This design comes from an exercise in tuning for small area, a short achievable clock period and few clock cycles per item on the open sky130 flow, not from production work. The RTL was checked by simulation tests, not by an equivalence proof against the original design. Power and IR drop assume default switching activity.

==> design.v <==
module rmt_wrapper #(
    parameter int unsigned C_S_AXIS_DATA_WIDTH  = 512,
    parameter int unsigned C_S_AXIS_TUSER_WIDTH = 128,
    parameter int unsigned C_M_AXIS_DATA_WIDTH  = 512,
    parameter int unsigned C_S_AXI_DATA_WIDTH   = 32,
    parameter int unsigned C_S_AXI_ADDR_WIDTH   = 12,
    parameter logic [31:0] C_BASEADDR           = 32'h80000000,
    parameter int unsigned PHV_ADDR_WIDTH       = 4
) (
    input  logic                              clk,
    input  logic                              aresetn,
    input  logic [C_S_AXIS_DATA_WIDTH-1:0]    s_axis_tdata,
    input  logic [C_S_AXIS_DATA_WIDTH/8-1:0]  s_axis_tkeep,
    input  logic [C_S_AXIS_TUSER_WIDTH-1:0]   s_axis_tuser,
    input  logic                              s_axis_tvalid,
    output logic                              s_axis_tready,
    input  logic                              s_axis_tlast,
    output logic [C_M_AXIS_DATA_WIDTH-1:0]    m_axis_tdata,
    output logic [C_M_AXIS_DATA_WIDTH/8-1:0]  m_axis_tkeep,
    output logic [C_S_AXIS_TUSER_WIDTH-1:0]   m_axis_tuser,
    output logic                              m_axis_tvalid,
    input  logic                              m_axis_tready,
    output logic                              m_axis_tlast
);
    localparam int unsigned DATA_W  = C_M_AXIS_DATA_WIDTH;
    localparam int unsigned KEEP_W  = DATA_W / 8;
    localparam int unsigned USER_W  = C_S_AXIS_TUSER_WIDTH;
    localparam int unsigned ENTRIES = 1 << PHV_ADDR_WIDTH;
    localparam int unsigned KEY_W   = 16;
    logic unused_c;
    assign unused_c = ^{C_S_AXI_DATA_WIDTH, C_S_AXI_ADDR_WIDTH, C_BASEADDR};
    function automatic logic [7:0] pkt_byte(input logic [DATA_W-1:0] d, input int unsigned n);
        pkt_byte = d[8*n +: 8];
    endfunction
    function automatic logic [15:0] be16(input logic [DATA_W-1:0] d, input int unsigned n);
        be16 = {pkt_byte(d, n), pkt_byte(d, n + 1)};
    endfunction
    function automatic logic [31:0] be32(input logic [DATA_W-1:0] d, input int unsigned n);
        be32 = {be16(d, n), be16(d, n + 2)};
    endfunction
    logic                  beat0_q, drop_q;
    logic [KEY_W-1:0]      tbl_key_q [ENTRIES];
    logic [2:0]            tbl_code_q [ENTRIES];
    logic                  m_valid_q;
    logic [DATA_W-1:0]     m_data_q;
    logic [KEEP_W-1:0]     m_keep_q;
    logic [USER_W-1:0]     m_user_q;
    logic                  m_last_q;
    logic                  s_ready_c, accept_c;
    logic                  is_udp_c, is_cfg_c, cfg_wr_c, drop_beat_c;
    logic [KEY_W-1:0]      data_key_c;
    logic [ENTRIES-1:0]    match_c;
    logic [2:0]            hit_code_c;
    logic [4:0]            act_c;
    logic [2:0]            wr_code_c;
    logic [7:0]            wr_op_c;
    assign s_ready_c     = m_axis_tready;
    assign accept_c      = s_axis_tvalid && s_ready_c;
    assign s_axis_tready = s_ready_c;
    always_comb begin
        is_udp_c   = (be16(s_axis_tdata, 12) == 16'h8100) &&
                     (be16(s_axis_tdata, 16) == 16'h0800) &&
                     (pkt_byte(s_axis_tdata, 27) == 8'h11);
        is_cfg_c   = is_udp_c && (be16(s_axis_tdata, 40) == 16'hF1F2);
        data_key_c = be16(s_axis_tdata, 46);
    end
    logic [2:0] pc1 [8];
    logic [2:0] pc2 [4];
    logic [2:0] pc3 [2];
    logic [7:0] pm1;
    logic [3:0] pm2;
    logic [1:0] pm3;
    always_comb begin
        for (int i = 0; i < ENTRIES; i++)
            match_c[i] = (tbl_code_q[i] != 3'd0) && (tbl_key_q[i] == data_key_c);
        for (int i = 0; i < 8; i++) begin
            pm1[i] = match_c[2*i] | match_c[2*i+1];
            pc1[i] = match_c[2*i] ? tbl_code_q[2*i] : (match_c[2*i+1] ? tbl_code_q[2*i+1] : 3'd0);
        end
        for (int i = 0; i < 4; i++) begin
            pm2[i] = pm1[2*i] | pm1[2*i+1];
            pc2[i] = pm1[2*i] ? pc1[2*i] : pc1[2*i+1];
        end
        for (int i = 0; i < 2; i++) begin
            pm3[i] = pm2[2*i] | pm2[2*i+1];
            pc3[i] = pm2[2*i] ? pc2[2*i] : pc2[2*i+1];
        end
        hit_code_c = pm3[0] ? pc3[0] : pc3[1];
    end
    always_comb begin
        act_c = 5'd0;
        if (is_udp_c && s_axis_tkeep[59]) begin
            case (hit_code_c)
                3'd1: act_c = 5'b00001;
                3'd2: act_c = 5'b00010;
                3'd3: act_c = 5'b00100;
                3'd4: act_c = 5'b01000;
                3'd5: act_c = 5'b10000;
                default: act_c = 5'd0;
            endcase
        end
    end
    logic [31:0]       op_a, op_b, res;
    logic [DATA_W-1:0] mod_data_c;
    always_comb begin
        op_a = be32(s_axis_tdata, 48);
        op_b = be32(s_axis_tdata, 52);
        res  = ({32{act_c[0]}} & (op_a + op_b)) |
               ({32{act_c[1]}} & (op_a - op_b)) |
               ({32{act_c[2]}} & (op_a & op_b)) |
               ({32{act_c[3]}} & (op_a | op_b)) |
               ({32{act_c[4]}} & (op_a ^ op_b));
        mod_data_c = s_axis_tdata;
        if (beat0_q && act_c != 5'd0) begin
            for (int i = 0; i < 4; i++)
                mod_data_c[8*(56 + i) +: 8] = res[8*(3 - i) +: 8];
        end
    end
    always_comb begin
        drop_beat_c = beat0_q ? is_cfg_c : drop_q;
        cfg_wr_c    = accept_c && beat0_q && is_cfg_c;
        wr_op_c     = pkt_byte(s_axis_tdata, 49);
        if (!s_axis_tdata[8*50])
            wr_code_c = 3'd0;
        else if (wr_op_c >= 8'd1 && wr_op_c <= 8'd5)
            wr_code_c = wr_op_c[2:0];
        else
            wr_code_c = 3'd6;
    end
    always_ff @(posedge clk or posedge aresetn) begin
        if (aresetn) begin
            beat0_q   <= 1'b1;
            drop_q    <= 1'b0;
            m_valid_q <= 1'b0;
        end else if (s_ready_c) begin
            m_valid_q <= s_axis_tvalid && !drop_beat_c;
            if (s_axis_tvalid) begin
                beat0_q <= s_axis_tlast;
                drop_q  <= drop_beat_c && !s_axis_tlast;
            end
        end
    end
    always_ff @(posedge clk) begin
        if (s_ready_c) begin
            m_data_q <= mod_data_c;
            m_keep_q <= s_axis_tkeep;
            m_user_q <= s_axis_tuser;
            m_last_q <= s_axis_tlast;
        end
    end
    always_ff @(posedge clk or posedge aresetn) begin
        if (aresetn) begin
            for (int i = 0; i < ENTRIES; i++) tbl_code_q[i] <= 3'd0;
        end else if (cfg_wr_c) begin
            tbl_code_q[s_axis_tdata[8*46 +: PHV_ADDR_WIDTH]] <= wr_code_c;
        end
    end
    always_ff @(posedge clk) begin
        if (cfg_wr_c) tbl_key_q[s_axis_tdata[8*46 +: PHV_ADDR_WIDTH]] <= be16(s_axis_tdata, 47);
    end
    assign m_axis_tdata  = m_data_q;
    assign m_axis_tvalid = m_valid_q;
    assign m_axis_tkeep  = m_keep_q;
    assign m_axis_tuser  = m_user_q;
    assign m_axis_tlast  = m_last_q;
endmodule
==> flow/run.sh <==
#!/bin/bash
# Standard ORFS layout, with the port buffers made from the smallest buffer
# cell instead of the default delay buffer. Full tool output goes to
# flow_standard.log in the work folder.
set -uo pipefail
bash standard.sh 'BUFFER_PORTS_ARGS=-buffer_cell sky130_fd_sc_hd__buf_1' finish > flow_standard.log 2>&1
==> standard.sh <==
#!/bin/bash
# synth_recipe.tcl (not shown) runs the flow's synth.tcl, then flattens the netlist and writes it again
# the make line also repeats each setting of config.mk as NAME=value (left out here)
make -C /OpenROAD-flow-scripts/flow DESIGN_CONFIG=/design/flow/config.mk WORK_HOME=/design/flow/orfs CLKGATE_MAP_FILE= SYNTH_SCRIPT=/design/flow/synth_recipe.tcl "${@:-finish}"
==> config.mk <==
export PLATFORM = sky130hd
export DESIGN_NAME = rmt_wrapper
export DESIGN_NICKNAME = rmt_wrapper
export VERILOG_FILES = /design/flow/design.v
export SDC_FILE = /design/flow/constraint.sdc
export NUM_CORES = 4
export LEC_CHECK = 0
export ABC_AREA = 1
export ABC_CLOCK_PERIOD_IN_PS = 3000
export CAP_MARGIN = 20
export CORE_AREA = 5 5 485 485
export CTS_BUF_LIST = sky130_fd_sc_hd__clkbuf_8
export CTS_CLUSTER_DIAMETER = 60
export CTS_CLUSTER_SIZE = 16
export DIE_AREA = 0 0 490 490
export SETUP_SLACK_MARGIN = 4.8
export SLEW_MARGIN = 20
==> constraint.sdc <==
create_clock -name core_clock -period 8.5 [get_ports {clk}]
set_input_delay 1.7000 -clock core_clock [delete_from_list [all_inputs] [get_ports {clk}]]
set_output_delay 1.7000 -clock core_clock [all_outputs]
set_load 0.01 [all_outputs]
==> summary.txt, run 1 <==
Cells and area
  – Core Util, Final: 25.5%
  – Layout cell share with drive strength beyond 1: 15.5%
  – Post-route cell area: 58500 µm²
  – FILL cells: 24500
  – Nets: 5899
  – Area Overhead vs Synth: 38.7%

Worst setup path
  – Slowest cell delay on critical path: 1.01 ns
  – Buf+Inv Stages, Crit Path: 1
  – Worst EP required: 6.80 ns
  – Crit-path slowest cell: edfxtp_1
  – CP delay by family, top: flip-flops
  – CP Capture Type: output port
  – CP cell instances: buf_1
  – Worst reg-to-reg setup slack: 5.16 ns
  – Worst-path maximum fanout: 2
  – Startpoint types: register
  – Type of the worst setup path: reg -> out
  – Critical path arrival: 2.21 ns

Logic synthesis
  – Ys async rst share: 5.04%
  – Post-synth top area cell: edfxtp_1
  – Top cell type's share of synthesized area: 68.4%
  – Synth area leaders: edfxtp_1 (68%), nand2_1 (6.7%), nor2_1 (3.5%)
  – Post-synth EDFFs: 961
  – Post-Syn Nets: 4262
  – Top-count cell post-synth: edfxtp_1
  – Primary FF master, synth: edfxtp_1
  – Yosys reg bits: 1012
  – Netlist Area Pre-Place: 42200 µm²
  – Most frequent cells after synthesis: edfxtp_1 (961), nand2_1 (754), nor2_1 (394)
  – Syn avg cell area: 12.2 µm²
  – Post-synthesis sequential area ratio: 71.4%
  – Post-Synthesis Cells: 3456
  – Unique masters post-synth: 48
  – Synth warnings: 5

Power and ir drop
  – P_leak: 21.6 nW
  – Clock network power share: 36.7%
  – Comb power frac: 13.6%
  – Reg power frac: 49.7%
  – Max VDD drop: 0.000134 V
  – Pwr/cell area: 208 nW/µm²
  – Psw: 0.00394 W
  – Sw Ratio: 32.4%
  – Internal Pwr Total: 0.00824 W

Floorplanning
  – Die Span X: 490 µm
  – Die area: 240000 µm²
  – Starting density of the core: 18.4%
  – Row count: 176
  – Core Area: 230000 µm²
  – Ports: 1416
  – Die Ht: 490 µm

STA
  – Period utilisation layout: 46.0%
  – Unrepaired setup endpoints after global routing: yes
  – Clock period minus worst slack: 3.91 ns
  – TNS Setup: 0 ns
  – Final setup violation count: 0
  – Final Slew Violations: 0
  – Final Skew: 0.0834 ns
  – Final Hold Fails: 0
  – Least-Margin Pin Slew: 1.05 ns
  – Fmax: 256 MHz
  – Relative slew slack: 29.9%

Placement
  – DP Area: 51300 µm²
  – PortBufs: 1415
  – Gpl congestion: 1.03
  – DPL Wire Length: 288000 µm

Global route
  – First-pass GRT wire length: 410000 µm
  – GRT Total Usage: 27.2%
  – Vias in the first global route: 33300
  – GRT overflow: 0
  – Antenna violations before repair: 242
  – Largest net degree at the start of global routing: 171

Drt
  – 1st-iter DRT viols: 4748
  – DR vias/cell: 4.36
  – Post-Route WL: 343000 µm
  – DRT Pass-1 Iters: 6
  – Drt drc: 0
  – Vias: 36300
  – Per-cell routed wire length: 41.3 µm
  – Routed Antenna Nets: 0

Clock tree
  – Num CTS Buffers: 135
  – H-tree depth: 4
  – Clock transition at path regs: 0.10 ns
  – Longest Clk Path Bufs: 3
  – Sink Count: 1012
  – TritonCTS clock tree: done
  – Root Driver: clkbuf_8
  – Clk latency of the worst-skew pair: 0.95 ns

Run
  – Number of max-cap violations: 0

Run status
  – Status: finished clean

Worst hold path
  – Hold Path Class: reg -> reg
area by class of cell:
type,count,area [µm²],share of cell area (%)
antenna,89,223,0.380
clock inverter,106,1250,2.14
timing repair inverter,3,71.3,0.122
tap,3026,3790,6.47
timing repair buffer,1586,8290,14.2
clock buffer,138,1900,3.24
multi-input combinational,1968,11300,19.3
inverter,387,1560,2.67
sequential,1012,30100,51.5
placed cells by master (no fill, tap or decap), drive strengths merged, types with 50 or more instances in the layout:
master and count:
inv 427, nand2 765, buf 1520, ha 95
xor2 109, dfrtp 50, edfxtp 961, o21ai 129
a21oi 108, nand3 161, diode 89, nor2 404
clkbuf 164
worst paths after layout:
check	start	to	depth (start not counted)
hold reg to reg	drop_q	drop_q	1
max in group asynchronous	aresetn	tbl_code_q[0][2]	2
setup reg to reg	tbl_code_q[3][0]	m_data_q[449]	18
setup / recovery	m_user_q[88]	m_axis_tuser[88]	1
hold / removal	drop_q	drop_q	1
min in group asynchronous	aresetn	tbl_code_q[8][2]	2
sequential cells by signal (all words and copies together), names as in the netlist:
register,cells
drop_q,1
beat0_q,1
m_data_q,512
m_keep_q,64
m_valid_q,1
m_user_q,128
m_last_q,1
tbl_code_q,48
tbl_key_q,256
worst register-to-register path: cells and delay by family (launching register included):
kind | cells | cell delay [ns]
buffers and inverters | 4 | 0.59
AND/OR/NAND/NOR | 13 | 1.97
flip-flops | 1 | 0.41
AO/OA/AOI/OAI | 1 | 0.09
layer usage:
| metal | global-route usage, % | routed length (µm) |
|---|---|---|
| met3 | 14.5 | 49600 |
| met5 | 0 | 639 |
| met2 | 41.2 | 147000 |
| met4 | 6.98 | 12100 |
| met1 | 33.8 | 134000 |
cell families (layout without fill, tap and decap cells):
family,count (synthesis),count (layout),synth area share (%)
AOI/OAI and AO/OA,278,278,3.66
xor gates and xnor gates,149,149,3.09
adders and majority gates,97,97,2.91
buffers and inverters,482,2220,4.89
DFF,1012,1012,71.4
other,0,89,0
and+or+nand+nor,1438,1444,14.1
power groups by stage:
stage	sequential, W	combinational [W]	clock [W]
3_3_place_gp	0.00616	0.00153	0
4_1_cts	0.00605	0.00160	0.00463
2_1_floorplan	0.00610	0.000333	0
6_report	0.00606	0.00165	0.00448
5_1_grt	0.00607	0.00172	0.00481
3_5_place_dp	0.00616	0.00153	0
per-stage QoR:
stage | hold WS (ns) | instances | total power, W | worst slack [ns]
after global routing | 0.517 | 8231 | 0.0126 | 4.46
after CTS | 0.491 | 8166 | 0.0123 | 4.35
after global placement | 0.457 | 7844 | 0.00769 | 2.32
final | 0.487 | 8315 | 0.0122 | 4.59
after floorplan | 0.444 | 3456 | 0.00643 | 4.55
after detailed placement | 0.468 | 7844 | 0.00769 | 2.31
what timing repair did:
action | in CTS | in global routing
pin swaps | 28 | 87
buffers inserted | 65 | 41
cloned | 13 | 19
hold buffers | 0 | 0
gates resized for setup | 349 | 286
setup endpoints to repair | 436 | 190
Testbench counts, summed over its fixed seeds: cycles 9,756, items 9,749.
==> run 2: changes to the inputs <==
--- a/config.mk
+++ b/config.mk
@@ -5,7 +5,7 @@
 export SDC_FILE = /design/flow/constraint.sdc
 export NUM_CORES = 4
 export LEC_CHECK = 0
-export ABC_AREA = 1
+export ABC_AREA = 0
 export ABC_CLOCK_PERIOD_IN_PS = 3000
 export CAP_MARGIN = 20
 export CORE_AREA = 5 5 485 485
==> summary.txt, run 2 <==
Clock tree
  – Num CTS Buffers: 132
  – Clock transition at path regs: 0.09 ns
  – Longest Clk Path Bufs: 3
  – H-tree depth: 4
  – Root Driver: clkbuf_8
  – TritonCTS clock tree: done
  – Sink Count: 1012
  – # hold bufs at CTS: 0
  – Clk latency of the worst-skew pair: 0.96 ns

Placement
  – DPL Wire Length: 318000 µm
  – PortBufs: 1415
  – Gpl congestion: 1.03
  – DP Area: 51000 µm²
  – Placed cell count: 7102

Global route
  – First-pass GRT wire length: 440000 µm
  – GRT Total Usage: 29.5%
  – Vias in the first global route: 32900
  – Antenna violations before repair: 241
  – Largest net degree at the start of global routing: 126
  – GRT overflow: 0

Cells and area
  – Max FFs per register: 512
  – Area Overhead vs Synth: 41.9%
  – Commonest cells after routing, fill and taps aside: buf_1 (1323), edfxtp_1 (961), buf_4 (170), clkbuf_8 (142), xor2_1 (141)
  – Post-route cell area: 58700 µm²
  – Final instance count without filler cells: 7688
  – Biggest register: m_data_q
  – Layout cell share with drive strength beyond 1: 18.6%
  – Commonest non-fill, non-tap cell in the layout: buf_1
  – Nets: 5210
  – Core Util, Final: 25.6%
  – FILL cells: 24200

Worst setup path
  – Startpoint types: input port
  – Worst-path maximum fanout: 9
  – CP cell instances: clkbuf_16 > buf_4 > xnor2_1 > nand4_1 > or3_1 > o211ai_1 > o22a_1 > a32oi_2 > buf_4 > buf_4 > o21a_4 > or4_4 > buf_6 > or3_1 > o311a_1 > a21oi_2
  – CP delay by family, top: simple AND/OR/NAND/NOR gates
  – Slowest cell delay on critical path: 0.61 ns
  – Crit-path slowest cell: or4_4
  – CP dominant cell by count: buf_4
  – Worst EP required: 9.27 ns
  – Type of the worst setup path: in -> reg
  – Buf+Inv Stages, Crit Path: 5
  – CP Capture Type: register
  – Critical path arrival: 5.47 ns

STA
  – Fmax: 213 MHz
  – Final Skew: 0.0848 ns
  – Period utilisation layout: 55.3%
  – Worst hold slack: 0.519 ns
  – Final Hold Fails: 0
  – Relative slew slack: 17.5%
  – Final setup violation count: 0
  – Unrepaired setup endpoints after global routing: yes
  – Final Slew Violations: 0
  – Clock period minus worst slack: 4.70 ns
  – TNS Setup: 0 ns
  – Least-Margin Pin Slew: 1.24 ns

Logic synthesis
  – Netlist Area Pre-Place: 41300 µm²
  – Top-count cell post-synth: edfxtp_1
  – Post-synth EDFFs: 961
  – Post-Synthesis Cells: 2685
  – Ys async rst share: 5.04%
  – Unique masters post-synth: 99
  – Post-synthesis sequential area ratio: 72.9%
  – Post-Syn Nets: 3491
  – Primary FF master, synth: edfxtp_1
  – Syn avg cell area: 15.4 µm²
  – Synth area leaders: edfxtp_1 (70%), xor2_1 (3.2%), dfrtp_1 (3.0%)
  – Yosys reg bits: 1012
  – Post-synth top area cell: edfxtp_1
  – Most frequent cells after synthesis: edfxtp_1 (961), xor2_1 (151), inv_1 (126)
  – Top cell type's share of synthesized area: 69.8%
  – Synth warnings: 5

Floorplanning
  – Row count: 176
  – Starting density of the core: 18.0%
  – Die Span X: 490 µm
  – Die area: 240000 µm²
  – Ports: 1416
  – Core Area: 230000 µm²
  – Die Ht: 490 µm

Drt
  – Drt drc: 0
  – 1st-iter DRT viols: 5633
  – Routed Antenna Nets: 0
  – DR vias/cell: 4.65
  – Per-cell routed wire length: 48.2 µm
  – Vias: 35700
  – Post-Route WL: 370000 µm
  – DRT Pass-1 Iters: 6

Run
  – Number of max-cap violations: 0

Power and ir drop
  – P_leak: 19.5 nW
  – Max VDD drop: 0.000143 V
  – Pwr/cell area: 206 nW/µm²

Worst hold path
  – Hold Path Class: reg -> reg

Run status
  – Status: finished clean
==> run 2: area by class of cell <==
type | count | area [µm²] | area share, %
clock buffer | 132 | 1820 | 3.10
sequential | 1012 | 30100 | 51.4
timing repair buffer | 1673 | 8750 | 14.9
inverter | 128 | 488 | 0.832
multi-input combinational | 1457 | 12200 | 20.7
tap | 3026 | 3790 | 6.45
clock inverter | 103 | 1160 | 1.98
antenna | 157 | 393 | 0.669
==> run 2: routing by layer <==
metal  share of wire, %  vias to the layer above  track usage, %
met1                 44                    18300            41.6
li1                   -                    13900               -
met4                3.8                       88            9.25
met2                 40                     2848            41.4
met3                 12                      590            11.3
met5               0.16                        -               0
==> run 2: cells by family (layout without fill, tap and decap cells) <==
| kind of cell | after synthesis | after routing | synth area share, % |
|---|---|---|---|
| AOI/OAI and AO/OA | 401 | 402 | 6.84 |
| xor gates and xnor gates | 273 | 273 | 5.78 |
| adders and majority gates | 97 | 97 | 2.97 |
| buffers and inverters | 218 | 2036 | 2.28 |
| DFF | 1012 | 1012 | 72.9 |
| muxes | 19 | 19 | 0.487 |
| other | 0 | 157 | 0 |
| and+or+nand+nor | 665 | 666 | 8.76 |
==> run 2: worst paths after layout <==
| kind | start | end | slack [ns] | depth (start not counted) |
|---|---|---|---|---|
| worst max register to register | tbl_key_q[9][5] | m_data_q[458] | 4.17 | 15 |
| worst min-delay path | tbl_code_q[12][2] | tbl_code_q[12][2] | 0.52 | 2 |
| min in group asynchronous | aresetn | m_valid_q | 0.92 | 3 |
| max in group asynchronous | aresetn | tbl_code_q[3][0] | 7.08 | 3 |
| worst min register to register | tbl_code_q[12][2] | tbl_code_q[12][2] | 0.52 | 2 |
| worst max-delay path | s_axis_tdata[371] | m_data_q[458] | 3.80 | 16 |
==> run 2: power breakdown <==
part / total, W / internal, W / switching, W
registers: 0.00611 / 0.00577 / 0.000340
clock network: 0.00429 / 0.00191 / 0.00238
logic: 0.00167 / 0.000417 / 0.00126
==> run 2: metrics by stage <==
stage	setup slack [ns]	total power, W
4_1_cts	4.03	0.0122
3_3_place_gp	1.18	0.00776
5_1_grt	3.81	0.0124
2_1_floorplan	3.48	0.00641
3_5_place_dp	1.11	0.00776
6_report	3.80	0.0121
==> run 2: tightest hold or removal path, cell delays in order (launching register included) <==
cell and delay, ns:
dfrtp_1 0.38, nand2_1 0.05, o21ai_0 0.06
==> run 2: timing repair <==
item	in CTS	in global routing
gates resized for setup	434	127
setup endpoints to repair	396	337
endpoints found under the hold margin	0	0
gates cloned	13	1
pin swaps	101	63
buffers inserted	140	40
==> run 3: changes to the inputs <==
--- a/config.mk
+++ b/config.mk
@@ -5,7 +5,7 @@
 export SDC_FILE = /design/flow/constraint.sdc
 export NUM_CORES = 4
 export LEC_CHECK = 0
-export ABC_AREA = 0
+export ABC_AREA = 1
 export ABC_CLOCK_PERIOD_IN_PS = 3000
 export CAP_MARGIN = 20
 export CORE_AREA = 5 5 485 485
@@ -13,5 +13,6 @@
 export CTS_CLUSTER_DIAMETER = 60
 export CTS_CLUSTER_SIZE = 16
 export DIE_AREA = 0 0 490 490
+export PLACE_DENSITY = 0.75
 export SETUP_SLACK_MARGIN = 4.8
 export SLEW_MARGIN = 20
==> summary.txt, run 3 <==
Power and ir drop
  – Comb power frac: 13.2%
  – Reg power frac: 50.9%
  – Internal Pwr Total: 0.00798 W
  – P_leak: 21.1 nW
  – Max VDD drop: 0.000121 V
  – Clock network power share: 35.8%
  – Sw Ratio: 31.3%
  – Psw: 0.00363 W
  – Pwr/cell area: 203 nW/µm²

Logic synthesis
  – Post-Syn Nets: 4262
  – Post-Synthesis Cells: 3456
  – Top-count cell post-synth: edfxtp_1
  – Primary FF master, synth: edfxtp_1
  – Post-synth top area cell: edfxtp_1
  – Netlist Area Pre-Place: 42200 µm²
  – Synth warnings: 5
  – Unique masters post-synth: 48
  – Yosys reg bits: 1012
  – Synth area leaders: edfxtp_1 (68%), nand2_1 (6.7%), nor2_1 (3.5%)
  – Syn avg cell area: 12.2 µm²
  – Top cell type's share of synthesized area: 68.4%
  – Post-synthesis sequential area ratio: 71.4%
  – Post-synth EDFFs: 961
  – Most frequent cells after synthesis: edfxtp_1 (961), nand2_1 (754), nor2_1 (394)
  – Ys async rst share: 5.04%

Worst setup path
  – Type of the worst setup path: in -> reg
  – Worst-path maximum fanout: 17
  – Critical path arrival: 4.46 ns
  – Worst EP required: 9.20 ns
  – CP Capture Type: register
  – Reg2reg path depth: 17
  – Worst reg-to-reg setup slack: 5.03 ns
  – R2r startpoint: tbl_code_q[3][0]
  – Startpoint types: input port
  – Worst flop-to-flop path endpoint: m_data_q[477]

Worst hold path
  – Hold path endpoint: drop_q
  – Hold Path Depth: 1
  – Hold Path Class: reg -> reg
  – Min-delay src: drop_q

STA
  – Final Hold Fails: 0
  – Unrepaired setup endpoints after global routing: yes
  – Final Slew Violations: 0
  – Final setup violation count: 0
  – Clock period minus worst slack: 3.77 ns
  – Final Skew: 0.0891 ns
  – Least-Margin Pin Slew: 1.08 ns
  – Period utilisation layout: 44.3%
  – TNS Setup: 0 ns
  – Fmax: 266 MHz
  – Worst hold slack: 0.476 ns
  – Relative slew slack: 28.0%

Cells and area
  – Multi-input logic area: 11100 µm²
  – Max FFs per register: 512
  – Commonest non-fill, non-tap cell in the layout: buf_1
  – FILL cells: 24400
  – Area Overhead vs Synth: 35.8%
  – Biggest register: m_data_q
  – Nets: 5876
  – Layout cell share with drive strength beyond 1: 13.2%
  – Commonest cells after routing, fill and taps aside: buf_1 (1341), edfxtp_1 (961), nand2_1 (732), inv_1 (367), nor2_1 (295)
  – Register Area: 30100 µm²

Global route
  – GRT Total Usage: 26.2%
  – First-pass GRT wire length: 396000 µm
  – Antenna violations before repair: 345
  – Largest net degree at the start of global routing: 161
  – Vias in the first global route: 33100
  – GRT overflow: 0

Clock tree
  – Root Driver: clkbuf_8
  – Longest Clk Path Bufs: 3
  – Num CTS Buffers: 130
  – TritonCTS clock tree: done
  – Clock transition at path regs: 0.09 ns
  – Sink Count: 1012
  – H-tree depth: 4
  – Clk latency of the worst-skew pair: 0.99 ns

Floorplanning
  – Ports: 1416
  – Row count: 176
  – Die Span X: 490 µm
  – Core Area: 230000 µm²
  – Die area: 240000 µm²
  – Die Ht: 490 µm
  – Starting density of the core: 18.4%

Run
  – Number of max-cap violations: 0

Drt
  – DRT Pass-1 Iters: 7
  – Metal2 WL: 134000 µm
  – Met1 Wirelength: 114000 µm
  – Per-cell routed wire length: 39.7 µm
  – 1st-iter DRT viols: 5622
  – DR vias/cell: 4.39
  – Post-Route WL: 331000 µm
  – Routed Antenna Nets: 0
  – Routed met3 length: 67600 µm
  – Vias: 36600
  – Drt drc: 0
  – Max Used Layer: met5

Run status
  – Status: finished clean

Placement
  – Gpl congestion: 1.12
  – PortBufs: 1415
  – DPL Wire Length: 276000 µm
[run 3: cell types whose count changed in the layout (fill, tap and decap cells not counted), sizes merged, moves of 42 or more]
cell	change
nand2	+642
buf	-117
inv	+259
nor4	-54
nor2	+285
xnor2	-82
nand3	+101
xor2	-42
[run 3: area by class of cell]
type,instances,share of cell area (%)
inverters,387,2.66
multi-input cells,1971,19.3
repair buffers,1565,13.2
clock inverters,101,1.82
clock buffers,130,3.12
well taps,3026,6.61
flip-flops and latches,1012,52.6
repair inverters,3,0.100
diodes,129,0.563
[run 3: timing repair]
action / 4_1_cts / 5_1_grt
gates resized for setup: 196 / 215
pin swaps: 32 / 58
hold buffers: 0 / 0
setup buffers: 66 / 26
gates cloned: 14 / 10
setup endpoints to repair: 378 / 255
hold endpoints to repair: 0 / 0
[run 3: worst max path at each step]
stage                       from  slack (ns)             to
2_1_floorplan  s_axis_tdata[375]        4.55  m_data_q[472]
3_3_place_gp   s_axis_tdata[378]        2.39  m_data_q[467]
3_5_place_dp   s_axis_tdata[378]        2.31  m_data_q[451]
4_1_cts            m_axis_tready        4.80  s_axis_tready
5_1_grt        s_axis_tdata[375]        4.70  m_data_q[450]
6_report       s_axis_tdata[375]        4.73  m_data_q[477]
[run 3: worst max-delay path, stage by stage]
cell and delay, ns:
buf_8 0.21, inv_1 0.15, nand2_1 0.12, nand2_1 0.10
nor2_1 0.15, nand2_1 0.09, nor2_2 0.16, nand3_4 0.15
buf_4 0.18, nor2_1 0.08, nor2_1 0.05, nand2_1 0.05
nand3_1 0.10, nand3_2 0.13, nand2_4 0.10, nor2_4 0.16
inv_2 0.06, nand2_4 0.07, nand2_4 0.08, nand2_8 0.22
inv_8 0.12, nor2_2 0.13, a21oi_2 0.04
[run 3: power groups by stage]
stage               logic [W]  clock network [W]  registers, W
floorplan            0.000333                  0       0.00610
global route          0.00160            0.00447       0.00594
finish                0.00153            0.00416       0.00591
global placement      0.00144                  0       0.00602
detailed placement    0.00144                  0       0.00602
CTS                   0.00150            0.00429       0.00592
[run 3: layer usage]
metal,up-vias,track usage (%)
met5,-,1.41
met4,190,7.27
met3,846,22.1
met2,2976,37.7
met1,17400,28.7
li1,15100,-
[run 3: through the flow]
step / instance area (µm²) / utilization, % / setup WS (ns) / total power, W / std cells
after floorplan: 42500 / - / 4.55 / 0.00643 / 3456
after CTS: 55800 / 24.3 / 4.80 / 0.0117 / 8159
after global placement: 51400 / 22.4 / 2.39 / 0.00746 / 7848
final: 57300 / 25.0 / 4.73 / 0.0116 / 8324
after global routing: 57100 / 24.8 / 4.70 / 0.0120 / 8228
after detailed placement: 51400 / 22.4 / 2.31 / 0.00747 / 7848
[run 3: cells by family after synthesis]
group                    synth area share (%)
AO/OA/AOI/OAI                            3.66
XOR/XNOR                                 3.09
adder cells (fa/ha/maj)                  2.91
buffers and inverters                    4.89
flip-flops                               71.4
AND/OR/NAND/NOR                          14.1
==> run 4: changes to the inputs <==
--- a/config.mk
+++ b/config.mk
@@ -16,3 +16,4 @@
 export PLACE_DENSITY = 0.75
 export SETUP_SLACK_MARGIN = 4.8
 export SLEW_MARGIN = 20
+export TNS_END_PERCENT = 0
==> summary.txt, run 4 <==
Run status
  – Status: finished clean

Floorplanning
  – Die Ht: 490 µm
  – Ports: 1416
  – Core Area: 230000 µm²
  – Die area: 240000 µm²
  – Die Span X: 490 µm
  – Starting density of the core: 18.4%
  – Row count: 176

Power and ir drop
  – Pwr/cell area: 210 nW/µm²
  – Max VDD drop: 0.000141 V
  – P_leak: 20.5 nW

Worst hold path
  – Hold Path Class: reg -> reg

Clock tree
  – Sink Count: 1012
  – TritonCTS clock tree: done
  – # hold bufs at CTS: 0
  – H-tree depth: 4
  – Longest Clk Path Bufs: 3
  – Root Driver: clkbuf_8
  – Clk latency of the worst-skew pair: 0.95 ns
  – Num CTS Buffers: 131
  – Clock transition at path regs: 0.09 ns

Worst setup path
  – CP delay by family, top: simple AND/OR/NAND/NOR gates
  – Worst Setup EP: m_data_q[451]
  – Worst reg-to-reg setup slack: 5.16 ns
  – Worst flop-to-flop path endpoint: m_data_q[455]
  – CP Capture Type: register
  – CP cell instances: clkbuf_2 > buf_12 > inv_6 > nand2_1 > nand2_1 > nor2_1 > nand2_1 > nor2_1 > nand3_1 > nand2_2 > nor2_1 > nand2_1 > nand2_1 > nand2_1 > nand3_4 > a21oi_4 > buf_12 > nand2_2 > nand2_2 > nand2_8 > inv_12 > nor2_1 > a21oi_1
  – R2r startpoint: tbl_code_q[5][0]
  – Crit-path slowest cell: nor2_1
  – Worst EP required: 9.27 ns
  – Slowest cell delay on critical path: 0.25 ns
  – Startpoint types: input port
  – Type of the worst setup path: in -> reg
  – Reg2reg path depth: 16
  – Critical path depth: 23
  – Critical path arrival: 4.78 ns
  – Critical path startpoint: s_axis_tdata[383]
  – Buf+Inv Stages, Crit Path: 5
  – CP dominant cell by count: nand2_1
  – Worst-path maximum fanout: 32

Logic synthesis
  – Post-synth top area cell: edfxtp_1
  – Synth area leaders: edfxtp_1 (68%), nand2_1 (6.7%), nor2_1 (3.5%)
  – Ys async rst share: 5.04%
  – Post-synthesis sequential area ratio: 71.4%
  – Syn avg cell area: 12.2 µm²
  – Unique masters post-synth: 48
  – Synth warnings: 5
  – Top-count cell post-synth: edfxtp_1
  – Netlist Area Pre-Place: 42200 µm²
  – Top cell type's share of synthesized area: 68.4%
  – Most frequent cells after synthesis: edfxtp_1 (961), nand2_1 (754), nor2_1 (394)
  – Primary FF master, synth: edfxtp_1
  – Post-Synthesis Cells: 3456
  – Post-synth EDFFs: 961
  – Post-Syn Nets: 4262
  – Yosys reg bits: 1012

Global route
  – GRT Total Usage: 26.1%
  – Largest net degree at the start of global routing: 152
  – First-pass GRT wire length: 394000 µm
  – Vias in the first global route: 32000
  – GRT overflow: 0
  – Antenna violations before repair: 334

Cells and area
  – Register Area: 30100 µm²
  – FILL cells: 24600
  – Multi-input logic area: 10500 µm²
  – Commonest non-fill, non-tap cell in the layout: buf_1
  – Max FFs per register: 512
  – Commonest cells after routing, fill and taps aside: buf_1 (1392), edfxtp_1 (961), nand2_1 (744), inv_1 (383), nor2_1 (352)
  – Nets: 5820
  – Layout cell share with drive strength beyond 1: 9.36%
  – Biggest register: m_data_q
  – Area Overhead vs Synth: 32.5%
  – Core Util, Final: 24.3%
  – Final instance count without filler cells: 8261

Placement
  – Gpl congestion: 1.06
  – DPL Wire Length: 279000 µm
  – DP Worst Slack: 2.44 ns
  – Placed cell count: 7858
  – PortBufs: 1415

Drt
  – 1st-iter DRT viols: 4446
  – DRT Pass-1 Iters: 8
  – Routed Antenna Nets: 0
  – Vias: 35400
  – Drt drc: 0
  – DR vias/cell: 4.28
  – Post-Route WL: 327000 µm
  – Per-cell routed wire length: 39.6 µm

STA
  – Final setup violation count: 0
  – Fmax: 249 MHz
  – Relative slew slack: 23.8%
  – TNS Setup: 0 ns
  – Clock period minus worst slack: 4.01 ns
  – Slack of the critical path: 4.49 ns
  – Least-Margin Pin Slew: 1.14 ns
  – Period utilisation layout: 47.2%
  – Unrepaired setup endpoints after global routing: yes
  – Final Hold Fails: 0
  – Final Slew Violations: 0
  – Final Skew: 0.0568 ns

Run
  – Number of max-cap violations: 0
==> run 4: layer usage <==
metal  track usage, %  share of wire, %  up-vias
met1             31.5                38    17100
li1                 -                 -    15000
met2             37.5                41     2479
met4             7.64               3.7      174
met5                0              0.34        -
met3             17.5                17      660
==> run 4: worst min path at each step <==
stage | end | from | cells past startpoint
detailed placement | drop_q | drop_q | 1
global route | drop_q | drop_q | 1
floorplan | drop_q | drop_q | 1
finish | drop_q | drop_q | 1
CTS | drop_q | drop_q | 1
global placement | drop_q | drop_q | 1
==> run 4: power breakdown <==
part	switching [W]	total, W	internal [W]
Sequential	0.000154	0.00592	0.00577
Clock	0.00234	0.00436	0.00201
Combinational	0.00113	0.00148	0.000347
Total	0.00363	0.0118	0.00813
==> run 4: kinds of logic after synthesis <==
| logic type | after synthesis | synth area share [%] |
|---|---|---|
| adders and majority gates | 97 | 2.91 |
| DFF | 1012 | 71.4 |
| AOI/OAI and AO/OA | 278 | 3.66 |
| and+or+nand+nor | 1438 | 14.1 |
| xor gates and xnor gates | 149 | 3.09 |
| buffers and inverters | 482 | 4.89 |
==> run 4: cell type report <==
cell class	count	share of cell area (%)
multi-input combinational	1963	18.7
timing repair buffer	1519	12.0
clock buffer	132	3.25
sequential	1012	53.9
clock inverter	106	2.17
antenna	116	0.519
inverter	387	2.69
tap	3026	6.77
==> run 4: what timing repair did <==
item	CTS	global route
setup buffers	11	28
gates cloned	5	5
pin swaps	4	8
endpoints found under the setup margin	371	180
gates resized for setup	83	83
==> run 4: metrics by stage <==
stage / cell area (µm²) / power, W / hold WS [ns]
after global routing: 55700 / 0.0122 / 0.526
after floorplan: 42400 / 0.00643 / 0.444
after global placement: 51300 / 0.00747 / 0.456
final: 55900 / 0.0118 / 0.492
after detailed placement: 51400 / 0.00748 / 0.470
after CTS: 54900 / 0.0119 / 0.492
==> run 5: changes to the inputs <==
--- a/config.mk
+++ b/config.mk
@@ -16,4 +16,4 @@
 export PLACE_DENSITY = 0.75
 export SETUP_SLACK_MARGIN = 4.8
 export SLEW_MARGIN = 20
-export TNS_END_PERCENT = 0
+export TNS_END_PERCENT = 10
==> summary.txt, run 5 <==
Run status
  – Status: finished clean

Cells and area
  – FILL cells: 24500
  – Nets: 5894
  – Max FFs per register: 512
  – Commonest cells after routing, fill and taps aside: buf_1 (1382), edfxtp_1 (961), nand2_1 (709), inv_1 (374), nor2_1 (309)
  – Commonest non-fill, non-tap cell in the layout: buf_1
  – Area Overhead vs Synth: 36.7%
  – Layout cell share with drive strength beyond 1: 13.2%
  – Biggest register: m_data_q

Worst setup path
  – Worst flop-to-flop path endpoint: m_data_q[468]
  – CP Capture Type: register
  – Critical path arrival: 4.67 ns
  – Worst reg-to-reg setup slack: 5.32 ns
  – Critical path depth: 12
  – Worst-path maximum fanout: 4
  – R2r startpoint: tbl_code_q[0][0]
  – Slowest cell delay on critical path: 0.62 ns
  – Worst EP required: 9.13 ns
  – Type of the worst setup path: in -> reg
  – CP delay by family, top: simple AND/OR/NAND/NOR gates
  – Crit-path slowest cell: nor4_4
  – Worst Setup EP: tbl_key_q[2][15]
  – CP dominant cell by count: nor2_4
  – Buf+Inv Stages, Crit Path: 3
  – CP cell instances: buf_6 > or2_4 > nor4_4 > nand4_1 > nor2_2 > nand4_1 > nor2_4 > nand2_2 > nor2_4 > inv_4 > nor2_4 > buf_4
  – Reg2reg path depth: 20
  – Critical path startpoint: s_axis_tdata[223]
  – Startpoint types: input port

Drt
  – 1st-iter DRT viols: 5075
  – Routed met3 length: 57700 µm
  – Met1 Wirelength: 124000 µm
  – DR vias/cell: 4.37
  – Per-cell routed wire length: 39.8 µm
  – Post-Route WL: 332000 µm
  – Metal2 WL: 136000 µm
  – Drt drc: 0
  – Max Used Layer: met5
  – DRT Pass-1 Iters: 6
  – Vias: 36500
  – Routed Antenna Nets: 0

Global route
  – GRT overflow: 0
  – GRT Total Usage: 26.3%
  – First-pass GRT wire length: 398000 µm
  – Vias in the first global route: 32800
  – Largest net degree at the start of global routing: 156
  – Antenna violations before repair: 354

STA
  – Final setup violation count: 0
  – Period utilisation layout: 47.6%
  – TNS Setup: 0 ns
  – Unrepaired setup endpoints after global routing: yes
  – Final Skew: 0.0326 ns
  – Least-Margin Pin Slew: 1.13 ns
  – Fmax: 247 MHz
  – Final Hold Fails: 0
  – Relative slew slack: 24.8%
  – Final Slew Violations: 0
  – Clock period minus worst slack: 4.04 ns

Logic synthesis
  – Yosys reg bits: 1012
  – Post-synthesis sequential area ratio: 71.4%
  – Top cell type's share of synthesized area: 68.4%
  – Unique masters post-synth: 48
  – Most frequent cells after synthesis: edfxtp_1 (961), nand2_1 (754), nor2_1 (394)
  – Netlist Area Pre-Place: 42200 µm²
  – Post-synth top area cell: edfxtp_1
  – Syn avg cell area: 12.2 µm²
  – Ys async rst share: 5.04%
  – Synth warnings: 5
  – Primary FF master, synth: edfxtp_1
  – Synth area leaders: edfxtp_1 (68%), nand2_1 (6.7%), nor2_1 (3.5%)
  – Post-Synthesis Cells: 3456
  – Top-count cell post-synth: edfxtp_1
  – Post-Syn Nets: 4262
  – Post-synth EDFFs: 961

Power and ir drop
  – Pwr/cell area: 198 nW/µm²
  – P_leak: 21.3 nW
  – PnR Total Power: 0.0114 W
  – Max VDD drop: 0.000111 V

Placement
  – DPL Wire Length: 278000 µm
  – PortBufs: 1415
  – Gpl congestion: 1.16

Floorplanning
  – Core Area: 230000 µm²
  – Die area: 240000 µm²
  – Row count: 176
  – Ports: 1416
  – Starting density of the core: 18.4%
  – Die Ht: 490 µm
  – Die Span X: 490 µm

Clock tree
  – Root Driver: clkbuf_8
  – Clock transition at path regs: 0.09 ns
  – Clk latency of the worst-skew pair: 0.93 ns
  – Longest Clk Path Bufs: 3
  – Sink Count: 1012
  – Num CTS Buffers: 119
  – TritonCTS clock tree: done
  – H-tree depth: 3

Run
  – Number of max-cap violations: 0

Worst hold path
  – Hold Path Class: reg -> reg
run 5: cell counts after synthesis:
Identical to the previous run, type by type.
run 5: logic make-up after synthesis:
family	share of synthesized area (%)
AND/OR/NAND/NOR	14.1
flip-flops	71.4
XOR/XNOR	3.09
AO/OA/AOI/OAI	3.66
adder cells (fa/ha/maj)	2.91
buffers and inverters	4.89
run 5: metrics by stage:
step                setup WS [ns]  instances  cell area (µm²)  hold WS [ns]  util (%)
floorplan                    4.54       3456            42500         0.444         -
global placement             1.96       7851            51400         0.454      22.4
detailed placement           1.94       7851            51400         0.467      22.4
CTS                          4.64       8188            56300         0.487      24.5
global route                 4.57       8246            57400         0.531      25.0
finish                       4.46       8346            57700         0.496      25.1
run 5: worst min-delay path by stage:
stage	from	end	slack (ns)	depth (start not counted)
floorplan	drop_q	drop_q	0.44	1
global placement	drop_q	drop_q	0.45	1
detailed placement	drop_q	drop_q	0.47	1
CTS	drop_q	drop_q	0.49	1
global route	drop_q	drop_q	0.53	1
finish	tbl_code_q[8][1]	tbl_code_q[8][1]	0.50	2
run 5: timing repair:
action | 4_1_cts | 5_1_grt
hold buffers | 0 | 0
pin swaps | 70 | 82
setup endpoints to repair | 360 | 355
cloned | 21 | 9
buffers inserted | 93 | 19
gates resized for setup | 216 | 196
run 5: cell type report:
type / count / area [µm²] / area share (%)
Antenna cell: 130 / 325 / 0.564
Clock buffer: 123 / 1690 / 2.93
Timing Repair Buffer: 1599 / 8080 / 14.0
Timing Repair inverter: 5 / 105 / 0.182
Tap cell: 3026 / 3790 / 6.56
Multi-Input combinational cell: 1964 / 11000 / 19.1
Inverter: 387 / 1530 / 2.65
Clock inverter: 100 / 1000 / 1.73
Sequential cell: 1012 / 30100 / 52.2
run 5: layer usage:
layer,vias to the layer above,GRT usage (%)
met5,-,0
li1,15200,-
met1,17500,31.5
met3,810,17.9
met4,160,6.40
met2,2807,38.5
run 5: tightest hold or removal path: stages (launching register included):
cell and delay [ns]:
dfrtp_1 0.35, nand2_1 0.05, o21ai_0 0.06
run 5: power breakdown:
part           leakage (nW)  switching, W  internal [W]  total (W)
sequential             9.91      0.000165       0.00577    0.00593
clock                  1.41       0.00225       0.00171    0.00395
combinational          9.96       0.00117      0.000369    0.00154
==> run 6: changes to the inputs <==
--- a/config.mk
+++ b/config.mk
@@ -14,6 +14,5 @@
 export CTS_CLUSTER_SIZE = 16
 export DIE_AREA = 0 0 490 490
 export PLACE_DENSITY = 0.75
-export SETUP_SLACK_MARGIN = 4.8
+export SETUP_SLACK_MARGIN = 5.0
 export SLEW_MARGIN = 20
-export TNS_END_PERCENT = 10
==> summary.txt, run 6 <==
Power and ir drop
  – Reg power frac: 51.6%
  – Clock network power share: 35.1%
  – Max VDD drop: 0.000127 V
  – Sw Ratio: 31.0%
  – Pwr/cell area: 193 nW/µm²
  – Internal Pwr Total: 0.00790 W
  – P_leak: 22.0 nW
  – Psw: 0.00355 W
  – Comb power frac: 13.3%

Worst hold path
  – Hold Path Depth: 1
  – Hold Path Class: reg -> reg

Global route
  – GRT overflow: 0
  – Largest net degree at the start of global routing: 132
  – First-pass GRT wire length: 397000 µm
  – GRT Total Usage: 26.1%
  – Antenna violations before repair: 335
  – Vias in the first global route: 33600

Worst setup path
  – Critical path arrival: 4.83 ns
  – Type of the worst setup path: in -> reg
  – Worst-path maximum fanout: 15
  – CP Capture Type: register
  – Startpoint types: input port
  – Worst EP required: 9.21 ns
  – Reg2reg path depth: 20

STA
  – Final setup violation count: 0
  – Period utilisation layout: 48.4%
  – Fmax: 243 MHz
  – Clock period minus worst slack: 4.11 ns
  – Relative slew slack: 15.4%
  – Least-Margin Pin Slew: 1.27 ns
  – Final Slew Violations: 0
  – Final Skew: 0.0599 ns
  – TNS Setup: 0 ns
  – Unrepaired setup endpoints after global routing: yes
  – Final Hold Fails: 0

Cells and area
  – Commonest cells after routing, fill and taps aside: buf_1 (1279), edfxtp_1 (961), nand2_1 (687), inv_1 (358), nor2_1 (285)
  – Area Overhead vs Synth: 40.4%
  – Biggest register: m_data_q
  – Commonest non-fill, non-tap cell in the layout: buf_1
  – Nets: 5949
  – Post-route cell area: 59300 µm²
  – Layout cell share with drive strength beyond 1: 17.6%
  – Max FFs per register: 512

Drt
  – Drt drc: 0
  – Per-cell routed wire length: 39.3 µm
  – DR vias/cell: 4.42
  – Routed Antenna Nets: 0
  – Vias: 37100
  – Post-Route WL: 330000 µm
  – 1st-iter DRT viols: 5562
  – DRT Pass-1 Iters: 6

Floorplanning
  – Starting density of the core: 18.4%
  – Die Ht: 490 µm
  – Die area: 240000 µm²
  – Core Area: 230000 µm²
  – Ports: 1416
  – Die Span X: 490 µm
  – Row count: 176

Logic synthesis
  – Yosys reg bits: 1012
  – Unique masters post-synth: 48
  – Netlist Area Pre-Place: 42200 µm²
  – Synth area leaders: edfxtp_1 (68%), nand2_1 (6.7%), nor2_1 (3.5%)
  – Most frequent cells after synthesis: edfxtp_1 (961), nand2_1 (754), nor2_1 (394)
  – Top-count cell post-synth: edfxtp_1
  – Synth warnings: 5
  – Ys async rst share: 5.04%
  – Post-Synthesis Cells: 3456
  – Post-synth top area cell: edfxtp_1
  – Post-Syn Nets: 4262
  – Top cell type's share of synthesized area: 68.4%
  – Primary FF master, synth: edfxtp_1
  – Post-synthesis sequential area ratio: 71.4%
  – Syn avg cell area: 12.2 µm²
  – Post-synth EDFFs: 961

Clock tree
  – Num CTS Buffers: 130
  – Root Driver: clkbuf_8
  – # hold bufs at CTS: 0
  – Longest Clk Path Bufs: 3
  – Clk latency of the worst-skew pair: 0.90 ns
  – H-tree depth: 4
  – Clock transition at path regs: 0.06 ns
  – TritonCTS clock tree: done
  – Sink Count: 1012

Run status
  – Status: finished clean

Run
  – Number of max-cap violations: 0

Placement
  – DPL Wire Length: 273000 µm
  – DP Area: 51400 µm²
  – Gpl congestion: 1.10
  – PortBufs: 1415
==> run 6: cell types whose count changed in the layout (fill, tap and decap cells not counted), sizes merged, moves of 2 or more <==
cell           previous run  this run
clkinvlp                 11        18
clkbuf                  142       170
bufinv                    8         6
buf                    1572      1593
clkinv                   45        39
diode                   130       133
clkdlybuf4s15             4         7
inv                     428       423
bufbuf                    4         7
==> run 6: final cells by class <==
| type | count | area [µm²] |
|---|---|---|
| tap | 3026 | 3790 |
| sequential | 1012 | 30100 |
| timing repair buffer | 1644 | 9140 |
| antenna | 133 | 333 |
| inverter | 387 | 1640 |
| clock inverter | 98 | 873 |
| clock buffer | 134 | 1840 |
| fill | 24200 | 170000 |
| timing repair inverter | 1 | 20.0 |
| multi-input combinational | 1967 | 11500 |
==> run 6: worst paths after layout <==
path / from / endpoint / slack [ns]
max: s_axis_tdata[369] / m_data_q[448] / 4.39
min: drop_q / drop_q / 0.47
max reg2reg: tbl_key_q[14][5] / m_data_q[448] / 5.18
min reg2reg: drop_q / drop_q / 0.47
max in group asynchronous: aresetn / tbl_code_q[0][0] / 6.97
min in group asynchronous: aresetn / tbl_code_q[11][1] / 0.92
==> run 6: kinds of logic after synthesis <==
kind of cell	share of synthesized area (%)
AOI/OAI and AO/OA	3.66
adders and majority gates	2.91
buffers and inverters	4.89
xor gates and xnor gates	3.09
and+or+nand+nor	14.1
DFF	71.4
==> run 6: power by group through the flow <==
stage | logic, W | clock network, W | registers (W)
final | 0.00152 | 0.00401 | 0.00591
after global routing | 0.00159 | 0.00432 | 0.00593
after CTS | 0.00149 | 0.00413 | 0.00591
after detailed placement | 0.00143 | 0 | 0.00602
after global placement | 0.00142 | 0 | 0.00601
after floorplan | 0.000333 | 0 | 0.00610
==> run 6: repair_timing <==
item | in CTS | in global routing
gates cloned | 25 | 14
resized for setup | 446 | 301
endpoints found under the setup margin | 431 | 352
setup buffers | 109 | 39
hold endpoints to repair | 0 | 0
pin swaps | 60 | 102
==> run 6: through the flow <==
step	worst slack (ns)	utilization, %	instances	total power, W	hold slack, ns
5_1_grt	4.37	25.7	8295	0.0118	0.481
6_report	4.39	25.8	8402	0.0114	0.474
3_5_place_dp	2.27	22.4	7850	0.00745	0.462
4_1_cts	4.68	24.9	8216	0.0115	0.476
2_1_floorplan	4.55	-	3456	0.00643	0.444
3_3_place_gp	2.38	22.4	7849	0.00744	0.457
==> run 6: layer usage <==
metal / GRT usage [%] / part of all wire (%)
met1: 30.2 / 36
met2: 36.9 / 40
met3: 19.2 / 19
met4: 9.05 / 4.9
met5: 0 / 0.33
==> run 6: worst max-delay path, cell delays in order <==
cell and delay (ns):
clkbuf_4 0.19, inv_4 0.24, o21ai_0 0.13, nor2_1 0.47, nand2_1 0.13, nor2_2 0.16
nand3_4 0.14, nor2_2 0.12, nor2_2 0.04, nand2_1 0.04, nand2_1 0.06, nand2_2 0.08
nand3_4 0.12, a21oi_4 0.28, buf_6 0.15, buf_12 0.17, buf_12 0.15, nand3b_1 0.09
nand2_2 0.13, nor2_4 0.06, a21oi_2 0.14
==> run 7: changes to the inputs <==
--- a/config.mk
+++ b/config.mk
@@ -13,6 +13,6 @@
 export CTS_CLUSTER_DIAMETER = 60
 export CTS_CLUSTER_SIZE = 16
 export DIE_AREA = 0 0 490 490
-export PLACE_DENSITY = 0.75
+export PLACE_DENSITY = 0.9
 export SETUP_SLACK_MARGIN = 5.0
 export SLEW_MARGIN = 20
==> summary.txt, run 7 <==
Run status
  – Status: finished clean

Placement
  – Gpl congestion: 1.12
  – PortBufs: 1415
  – DP Area: 51300 µm²
  – DPL Wire Length: 252000 µm
  – Placed cell count: 7847

Global route
  – Largest net degree at the start of global routing: 150
  – GRT overflow: 0
  – GRT Total Usage: 24.6%
  – First-pass GRT wire length: 381000 µm
  – Antenna violations before repair: 272
  – Vias in the first global route: 34000

Floorplanning
  – Ports: 1416
  – Die area: 240000 µm²
  – Starting density of the core: 18.4%
  – Die Ht: 490 µm
  – Core Area: 230000 µm²
  – Row count: 176
  – Die Span X: 490 µm

Worst hold path
  – Hold path endpoint: drop_q
  – Min-delay src: drop_q
  – Hold Path Depth: 1
  – Hold Path Class: reg -> reg

Drt
  – DRT Pass-1 Iters: 11
  – Drt drc: 0
  – DR vias/cell: 4.51
  – 1st-iter DRT viols: 5956
  – Post-Route WL: 312000 µm
  – Vias: 37600
  – Per-cell routed wire length: 37.5 µm
  – Routed Antenna Nets: 0

Clock tree
  – Clock transition at path regs: 0.09 ns
  – TritonCTS clock tree: done
  – Longest Clk Path Bufs: 3
  – Clk latency of the worst-skew pair: 0.93 ns
  – Root Driver: clkbuf_8
  – H-tree depth: 4
  – Num CTS Buffers: 132
  – Sink Count: 1012

Logic synthesis
  – Unique masters post-synth: 48
  – Synth area leaders: edfxtp_1 (68%), nand2_1 (6.7%), nor2_1 (3.5%)
  – Post-synth EDFFs: 961
  – Top cell type's share of synthesized area: 68.4%
  – Yosys reg bits: 1012
  – Synth warnings: 5
  – Syn avg cell area: 12.2 µm²
  – Post-synthesis sequential area ratio: 71.4%
  – Ys async rst share: 5.04%
  – Post-synth top area cell: edfxtp_1
  – Netlist Area Pre-Place: 42200 µm²
  – Most frequent cells after synthesis: edfxtp_1 (961), nand2_1 (754), nor2_1 (394)
  – Top-count cell post-synth: edfxtp_1
  – Primary FF master, synth: edfxtp_1
  – Post-Synthesis Cells: 3456
  – Post-Syn Nets: 4262

Cells and area
  – Final instance count without filler cells: 8325
  – Biggest register: m_data_q
  – Max FFs per register: 512
  – Commonest cells after routing, fill and taps aside: buf_1 (1239), edfxtp_1 (961), nand2_1 (713), inv_1 (358), nor2_1 (266)
  – Layout cell share with drive strength beyond 1: 18.0%
  – Commonest non-fill, non-tap cell in the layout: buf_1
  – Nets: 5931
  – Area Overhead vs Synth: 38.9%
  – Post-route cell area: 58600 µm²

STA
  – Final Slew Violations: 0
  – Clock period minus worst slack: 3.90 ns
  – Final setup violation count: 0
  – Fmax: 257 MHz
  – Final Skew: 0.0673 ns
  – TNS Setup: 0 ns
  – Relative slew slack: 30.7%
  – Least-Margin Pin Slew: 1.04 ns
  – Final Hold Fails: 0
  – Unrepaired setup endpoints after global routing: yes
  – Period utilisation layout: 45.8%

Run
  – Number of max-cap violations: 0

Power and ir drop
  – P_leak: 22.0 nW
  – Pwr/cell area: 199 nW/µm²
  – Max VDD drop: 0.000138 V

Worst setup path
  – Worst-path maximum fanout: 8
  – Worst flop-to-flop path endpoint: m_data_q[451]
  – Reg2reg path depth: 20
  – Worst EP required: 9.12 ns
  – Worst reg-to-reg setup slack: 5.18 ns
  – Type of the worst setup path: in -> reg
  – R2r startpoint: tbl_code_q[0][1]
  – Startpoint types: input port
  – CP Capture Type: register
  – Critical path arrival: 4.52 ns
[run 7: cell types whose count changed in the layout (fill, tap and decap cells not counted), sizes merged]
cell	previous run	this run
clkinv	39	29
clkinvlp	18	7
inv	423	444
buf	1593	1591
diode	133	72
nor2	403	405
clkdlybuf4s15	7	0
bufbuf	7	8
clkdlybuf4s18	1	4
clkbuf	170	157
[run 7: final cells by class]
class                   instances  area [µm²]
clock buffers                 140        1930
diodes                         72         180
flip-flops and latches       1012       30100
repair buffers               1620        8540
repair inverters                3        40.0
fillers                     24100      171000
clock inverters                96         923
inverters                     387        1560
multi-input cells            1969       11500
well taps                    3026        3790
[run 7: worst max-delay path by stage]
stage / start / cells past startpoint / endpoint / slack (ns)
after floorplan: s_axis_tdata[375] / 20 / m_data_q[472] / 4.55
after global placement: s_axis_tdata[368] / 20 / m_data_q[472] / 2.48
final: s_axis_tdata[368] / 21 / m_data_q[451] / 4.60
after detailed placement: s_axis_tdata[368] / 20 / m_data_q[470] / 2.35
after CTS: m_axis_tready / 2 / s_axis_tready / 4.84
after global routing: s_axis_tdata[371] / 24 / m_data_q[458] / 4.68
[run 7: cells by family after synthesis]
group                    synth area share [%]
flip-flops                               71.4
buffers and inverters                    4.89
XOR/XNOR                                 3.09
AND/OR/NAND/NOR                          14.1
AO/OA/AOI/OAI                            3.66
adder cells (fa/ha/maj)                  2.91
[run 7: layer usage]
metal / up-vias / global-route usage [%] / wire, µm
met3: 1039 / 14.6 / 51200
met2: 3310 / 37.4 / 133000
li1: 15200 / - / -
met4: 130 / 7.14 / 14300
met1: 17900 / 29.3 / 113000
met5: - / 0 / 1120
[run 7: metrics by stage]
step	utilization, %	hold WS [ns]	power (W)	setup WS, ns
2_1_floorplan	-	0.444	0.00643	4.55
3_3_place_gp	22.4	0.453	0.00744	2.48
3_5_place_dp	22.4	0.461	0.00745	2.35
4_1_cts	25.0	0.482	0.0117	4.84
5_1_grt	25.5	0.520	0.0120	4.68
6_report	25.5	0.481	0.0117	4.60
[run 7: what timing repair did]
item	CTS	global route
resized for setup	530	184
hold buffers	0	0
pin swaps	95	88
cloned	22	4
buffers inserted	109	35
setup endpoints to repair	480	456
[run 7: report_power, final]
part,switching (W),internal [W],leakage [nW],total (W)
logic,0.00115,0.000410,10.6,0.00156
registers,0.000166,0.00577,9.91,0.00593
clock network,0.00233,0.00184,1.51,0.00417
total,0.00365,0.00802,22.0,0.0117
[run 7: critical path: stages]
cell and delay (ns):
buf_12 0.13, buf_8 0.15, buf_4 0.14, xor2_1 0.42, nor3_1 0.13, nand3_1 0.16
nand2_4 0.08, nor2_4 0.14, inv_2 0.05, nor2_4 0.18, nand3_2 0.12, nand2_4 0.13
nor2_4 0.05, buf_12 0.12, inv_4 0.05, nand2_4 0.06, nand2_8 0.13, buf_12 0.15
nand2_8 0.13, nor2_1 0.18, a21oi_1 0.08
==> run 8: changes to the inputs <==
--- a/config.mk
+++ b/config.mk
@@ -13,6 +13,6 @@
 export CTS_CLUSTER_DIAMETER = 60
 export CTS_CLUSTER_SIZE = 16
 export DIE_AREA = 0 0 490 490
-export PLACE_DENSITY = 0.9
-export SETUP_SLACK_MARGIN = 5.0
+export PLACE_DENSITY = 0.75
+export SETUP_SLACK_MARGIN = 4.6
 export SLEW_MARGIN = 20
==> summary.txt, run 8 <==
Floorplanning
  – Die Span X: 490 µm
  – Row count: 176
  – Die Ht: 490 µm
  – Ports: 1416
  – Core Area: 230000 µm²
  – Die area: 240000 µm²
  – Starting density of the core: 18.4%

Run
  – Number of max-cap violations: 0

Worst setup path
  – Critical path arrival: 4.64 ns
  – Type of the worst setup path: in -> reg
  – Worst EP required: 9.18 ns
  – R2r startpoint: tbl_code_q[3][0]
  – CP delay by family, top: simple AND/OR/NAND/NOR gates
  – Worst reg-to-reg setup slack: 5.38 ns
  – CP Capture Type: register
  – Buf+Inv Stages, Crit Path: 5
  – CP cell instances: buf_4 > buf_12 > buf_6 > buf_4 > nand2_1 > nand2_1 > nor2_1 > nand2_1 > nor2_4 > nand3_4 > nand2_2 > nor2_1 > nor2_1 > nand2_2 > nand2_2 > nand3_4 > a21oi_4 > nand2_2 > nand2_4 > buf_12 > nand2_8 > nor2_1 > a21oi_1
  – Startpoint types: input port
  – Worst-path maximum fanout: 9
  – Reg2reg path depth: 18
  – Slowest cell delay on critical path: 0.27 ns
  – Crit-path slowest cell: a21oi_4
  – Worst flop-to-flop path endpoint: m_data_q[474]

Clock tree
  – Clock transition at path regs: 0.10 ns
  – Sink Count: 1012
  – Num CTS Buffers: 119
  – # hold bufs at CTS: 0
  – Longest Clk Path Bufs: 3
  – TritonCTS clock tree: done
  – Root Driver: clkbuf_8
  – H-tree depth: 3
  – Clk latency of the worst-skew pair: 0.93 ns

STA
  – Unrepaired setup endpoints after global routing: yes
  – Least-Margin Pin Slew: 1.20 ns
  – Relative slew slack: 20.6%
  – Worst hold slack: 0.482 ns
  – Clock period minus worst slack: 3.96 ns
  – TNS Setup: 0 ns
  – Final Hold Fails: 0
  – Period utilisation layout: 46.5%
  – Final setup violation count: 0
  – Fmax: 253 MHz
  – Final Skew: 0.0463 ns
  – Final Slew Violations: 0

Drt
  – Routed Antenna Nets: 0
  – 1st-iter DRT viols: 5767
  – DR vias/cell: 4.36
  – Post-Route WL: 326000 µm
  – Per-cell routed wire length: 39.2 µm
  – Drt drc: 0
  – DRT Pass-1 Iters: 6
  – Vias: 36200

Logic synthesis
  – Synth area leaders: edfxtp_1 (68%), nand2_1 (6.7%), nor2_1 (3.5%)
  – Ys async rst share: 5.04%
  – Unique masters post-synth: 48
  – Top-count cell post-synth: edfxtp_1
  – Synth warnings: 5
  – Yosys reg bits: 1012
  – Post-synth top area cell: edfxtp_1
  – Netlist Area Pre-Place: 42200 µm²
  – Post-Syn Nets: 4262
  – Syn avg cell area: 12.2 µm²
  – Primary FF master, synth: edfxtp_1
  – Most frequent cells after synthesis: edfxtp_1 (961), nand2_1 (754), nor2_1 (394)
  – Post-synth EDFFs: 961
  – Post-Synthesis Cells: 3456
  – Top cell type's share of synthesized area: 68.4%
  – Post-synthesis sequential area ratio: 71.4%

Cells and area
  – Commonest cells after routing, fill and taps aside: buf_1 (1394), edfxtp_1 (961), nand2_1 (741), inv_1 (383), nor2_1 (341)
  – Commonest non-fill, non-tap cell in the layout: buf_1
  – Max FFs per register: 512
  – Layout cell share with drive strength beyond 1: 10.5%
  – Area Overhead vs Synth: 33.7%
  – Biggest register: m_data_q
  – Core Util, Final: 24.6%
  – Nets: 5866

Run status
  – Status: finished clean

Worst hold path
  – Min-delay src: drop_q
  – Hold Path Class: reg -> reg
  – Hold path endpoint: drop_q
  – Hold Path Depth: 1

Placement
  – PortBufs: 1415
  – Gpl congestion: 1.15
  – DPL Wire Length: 273000 µm

Global route
  – GRT overflow: 0
  – GRT Total Usage: 25.5%
  – Vias in the first global route: 32000
  – Antenna violations before repair: 326
  – Largest net degree at the start of global routing: 149
  – First-pass GRT wire length: 387000 µm

Power and ir drop
  – Max VDD drop: 0.000133 V
  – P_leak: 20.8 nW
  – Pwr/cell area: 204 nW/µm²
run 8: cell types whose count changed in the layout (fill, tap and decap cells not counted), sizes merged, moves of 2 or more:
cell           previous run  this run
clkdlybuf4s18             4         0
buf                    1591      1541
clkinv                   29        40
inv                     444       442
bufbuf                    8         0
clkdlybuf4s15             0         4
diode                    72       117
clkbuf                  157       147
nor2                    405       403
run 8: per-layer routing:
metal / GRT usage, % / routed length, µm / vias to the layer above / part of all wire (%)
met2: 36.4 / 131000 / 2888 / 40
met5: 0 / 1140 / - / 0.35
met4: 7.41 / 13700 / 154 / 4.2
met1: 30.5 / 120000 / 17300 / 37
met3: 17.9 / 59100 / 788 / 18
li1: - / - / 15100 / -
run 8: area by class of cell:
class	instances	area [µm²]
clock buffers	122	1680
repair inverters	3	66.3
diodes	117	293
clock inverters	104	1170
fillers	24500	173000
multi-input cells	1967	10600
repair buffers	1570	7180
well taps	3026	3790
flip-flops and latches	1012	30100
inverters	387	1510
run 8: logic make-up (layout without fill, tap and decap cells):
family                     count (synthesis)  in the layout  share of synthesized area [%]
DFF                                     1012           1012                           71.4
and+or+nand+nor                         1438           1443                           14.1
xor gates and xnor gates                 149            149                           3.09
adders and majority gates                 97             97                           2.91
other                                      0            117                              0
AOI/OAI and AO/OA                        278            278                           3.66
buffers and inverters                    482           2186                           4.89
run 8: power breakdown:
group	internal (W)	total, W	leakage [nW]	switching, W
clock	0.00169	0.00407	1.48	0.00239
sequential	0.00577	0.00592	9.91	0.000158
combinational	0.000365	0.00154	9.43	0.00117
total	0.00782	0.0115	20.8	0.00372
run 8: stage by stage:
stage | worst slack (ns) | instance area [µm²] | instances | power, W
2_1_floorplan | 4.41 | 42400 | 3456 | 0.00643
3_3_place_gp | 2.49 | 51400 | 7865 | 0.00749
3_5_place_dp | 2.39 | 51400 | 7865 | 0.00750
4_1_cts | 4.59 | 54700 | 8107 | 0.0116
5_1_grt | 4.48 | 56200 | 8222 | 0.0119
6_report | 4.54 | 56400 | 8308 | 0.0115
run 8: how the worst max path moves through the flow:
stage                                    to  cells past startpoint         startpoint  slack (ns)
after floorplan           tbl_code_q[10][1]                     13  s_axis_tdata[223]        4.41
after global placement        m_data_q[457]                     22  s_axis_tdata[369]        2.49
after detailed placement      m_data_q[465]                     22  s_axis_tdata[369]        2.39
after CTS                     m_data_q[448]                     22  s_axis_tdata[376]        4.59
after global routing          m_data_q[469]                     22  s_axis_tdata[376]        4.48
final                         m_data_q[455]                     23  s_axis_tdata[376]        4.54
run 8: repair_timing:
item | CTS | global route
resized for setup | 89 | 130
setup endpoints to repair | 141 | 82
pin swaps | 7 | 13
setup buffers | 11 | 70
gates cloned | 5 | 14

==> port drivers added, routing unchanged <==
How much do the figures lean on ideal ports? The routed layouts below were timed once more, with nothing changed but the port constraints. Step 1 (the two cells are an assumption about what drives the block):
set clk [get_ports {clk}]
set_driving_cell -lib_cell sky130_fd_sc_hd__clkbuf_16 $clk
set_driving_cell -lib_cell sky130_fd_sc_hd__buf_2 [delete_from_list [all_inputs] $clk]
Step 2 also shifts input and output timing later by t, the mid clock arrival at the registers, as if the neighbouring blocks saw the same clock. Three values: no drivers, after step 1, after step 2; two values: the first two.
run | t (ns) | slack for setup (ns) | pins driven straight from the clock port
run 1 | 0.972 | 4.589 / 4.521 / 3.697 | 1
run 2 | 0.996 | 3.797 / 3.637 / 2.640 | 1
run 3 | 1.006 | 4.734 / 4.676 / 3.670 | 1
run 4 | 0.976 | 4.492 / 4.428 / 3.558 | 1
run 5 | 0.966 | 4.455 / 4.426 / 3.513 | 1
run 6 | 0.930 | 4.386 / 4.428 / 3.498 | 1
run 7 | 0.945 | 4.603 / 4.479 / 3.534 | 1
run 8 | 0.984 | 4.544 / 4.527 / 3.542 | 1
After both steps every run listed still meets setup and hold. For run 2, which loses most, drivers alone change the setup slack by -0.160 ns; drivers and shift together by -1.157 ns.
